What follows belongs to an exercise in optimizing a design on an open flow for small area, a short achievable clock period and few clock cycles per item; a production flow would make more cautious choices. Only simulation tests tie the RTL to the original design; equivalence was not proved.

== job 4838 ==
==> flow/design.v (excerpt) <==
module go_to_pose_controller #(
  parameter int unsigned CORDIC_STEPS = 16
) (
  input  logic        clk_i,
  input  logic        rst_ni,
  input  logic        in_valid_i,
  output logic        in_stall_o,
  input  logic [103:0] in_data_i,
  output logic        out_valid_o,
  input  logic        out_stall_i,
  output logic [33:0]  out_data_o,
  input  logic        cfg_we_i,
  input  logic [2:0]  cfg_idx_i,
  input  logic [30:0] cfg_data_i
);
Settings: LEC_CHECK=0, CAP_MARGIN=20, CORE_MARGIN=2, CORE_UTILIZATION=55, SLEW_MARGIN=20, SYNTH_MEMORY_MAX_BITS=32768; clock period 12.0 ns.
standard.sh (not shown) runs the stock make flow with config.mk's settings and CLKGATE_MAP_FILE= SYNTH_SCRIPT=/design/flow/synth_recipe.tcl, a recipe that flattens the netlist after the stock synthesis.
==> flow/flow/run.sh <==
#!/bin/bash
# The standard layout (standard.sh) with two changes: ABC maps the logic for the
# shortest delay (flow/abc_speed.script) instead of ORFS's default speed script, and
# repair_timing aims for 7.5 ns of setup slack on the worst endpoints (TNS_END_PERCENT 10).
# Registers, floorplan, power grid, placement, CTS and routing are the standard flow's.
set -euo pipefail
rm -rf scripts_fast
cp -r "$FLOW_HOME/scripts" scripts_fast
cp flow/abc_speed.script scripts_fast/abc_speed.script
bash standard.sh SCRIPTS_DIR="$PWD/scripts_fast" SETUP_SLACK_MARGIN=7.5 TNS_END_PERCENT=10 finish > flow_make.log 2>&1
==> flow/flow/abc_speed.script <==
&get -n
&st
&dch -f
&nf -p
&put
buffer -c
topo
stime -c
upsize -c
dnsize -c
Job 4838 completed; timing, DRC and antenna clean
Testbench counts of job 4838, summed over its fixed seeds: cycles 1,448, items 1,280.
Setup changes, job 4838 to job 6647
==> flow/flow/run.sh <==
#!/bin/bash
# The standard layout (standard.sh) with three changes: ABC maps the logic for the
# shortest delay (flow/abc_speed.script) instead of ORFS's default speed script;
# repair_timing aims for 8 ns of setup slack on the worst endpoints (TNS_END_PERCENT 10);
# and the buffers that buffer_ports puts on every input and output port are buf_4
# instead of the slow default delay buffer.
# Registers, floorplan, power grid, placement, CTS and routing are otherwise the standard flow's.
set -euo pipefail
rm -rf scripts_fast
cp -r "$FLOW_HOME/scripts" scripts_fast
cp flow/abc_speed.script scripts_fast/abc_speed.script
bash standard.sh SCRIPTS_DIR="$PWD/scripts_fast" SETUP_SLACK_MARGIN=8 TNS_END_PERCENT=10 \
  BUFFER_PORTS_ARGS="-buffer_cell sky130_fd_sc_hd__buf_4" finish > flow_make.log 2>&1
==> comparison <==
Delta (job 6647 minus job 4838): worst hold slack has decreased, number of setup buffers added after CTS has increased, count of clock-net buffers in the final layout has increased, worst reg-to-reg setup slack has increased. Job 6647 vs job 4838 — routed wire length climbed slightly. Final antenna diode count (job 6647 over job 4838): increase, 19%. The run with more setup slack is job 6647; job 4838 has less. [job 6647] fraction of the core area covered by cells at the end of the flow rose 0.53 points relative to job 4838.
Changes in job 8955 relative to job 6647:
--- a/flow/flow/run.sh
+++ b/flow/flow/run.sh
@@ -4 +4 @@
-# repair_timing aims for 8 ns of setup slack on the worst endpoints (TNS_END_PERCENT 10);
+# repair_timing aims for 7.5 ns of setup slack on the worst endpoints (TNS_END_PERCENT 5);
@@ -12 +12 @@
-bash standard.sh SCRIPTS_DIR="$PWD/scripts_fast" SETUP_SLACK_MARGIN=8 TNS_END_PERCENT=10 \
+bash standard.sh SCRIPTS_DIR="$PWD/scripts_fast" SETUP_SLACK_MARGIN=7.5 TNS_END_PERCENT=5 \
Findings:
- Diff job 6647 -> job 8955 | initial antenna violation count | decrease of 2
- Comparing job 8955 with job 6647, the fraction of area in multi-input gates came out essentially unchanged.
- [compare] base=job 6647 new=job 8955: met3 capacity usage during global routing higher, post-layout worst setup margin has decreased, synthesis-to-finish area growth lower, utilization shows a reduction of 0.83 points.
- Of the two values seen for slowest cell on the critical path, dfxtp_1 was produced by job 6647 and ha_2 by job 8955.
Here is what was changed in the inputs of job 8528 compared with job 8955.
==> flow/flow/run.sh <==
#!/bin/bash
# The standard layout (standard.sh) with two changes: ABC maps the logic for the
# shortest delay (flow/abc_speed.script) instead of ORFS's default speed script, and
# repair_timing aims for 8.5 ns of setup slack on the worst endpoints (TNS_END_PERCENT 10).
# Registers, floorplan, power grid, placement, CTS and routing are the standard flow's.
set -euo pipefail
rm -rf scripts_fast
cp -r "$FLOW_HOME/scripts" scripts_fast
cp flow/abc_speed.script scripts_fast/abc_speed.script
bash standard.sh SCRIPTS_DIR="$PWD/scripts_fast" SETUP_SLACK_MARGIN=8.5 TNS_END_PERCENT=10 finish > flow_make.log 2>&1
Results
Global-route wire length before repair for job 8528: 6.1 mm down relative to job 8955
For job 8955, the cell with the largest stage delay on the worst path was ha_2, unlike job 8528, where it was fa_2.
Relative to job 8955, final cycle utilization of the critical path has gone down in job 8528.
Delta (job 8528 minus job 8955): post-route minimum period shrank by 0.13 ns, fmax went up.

-- separate check: timing with driven ports --
How much do the figures lean on ideal ports? The routed layouts below were timed once more, with nothing changed but the port constraints. Step 1 sets driving cells, clkbuf_16 on the clock port and buf_2 on the other inputs (assumed; they add their load-dependent delay and slew). Step 2 also shifts input and output timing later by t, the mid clock arrival at the registers, as if the neighbouring blocks saw the same clock. Three values: no drivers, after step 1, after step 2; two values: the first two.
run | t (ns) | setup WS [ns] | hold slack, ns
job 4838 | 1.209 | 7.317 / 7.176 / 6.363 | 0.319 / 0.319 / 0.319
job 6647 | 1.184 | 7.375 / 7.375 / 7.023 | 0.298 / 0.298 / 0.298
job 8955 | 1.186 | 7.292 / 7.292 / 6.562 | 0.275 / 0.275 / 0.275
job 8528 | 1.194 | 7.422 / 7.422 / 6.521 | 0.306 / 0.306 / 0.306
After both steps every run listed still meets setup and hold. The setup slack of job 4838, which loses most, moves by -0.141 ns with the drivers and by -0.954 ns with both steps.
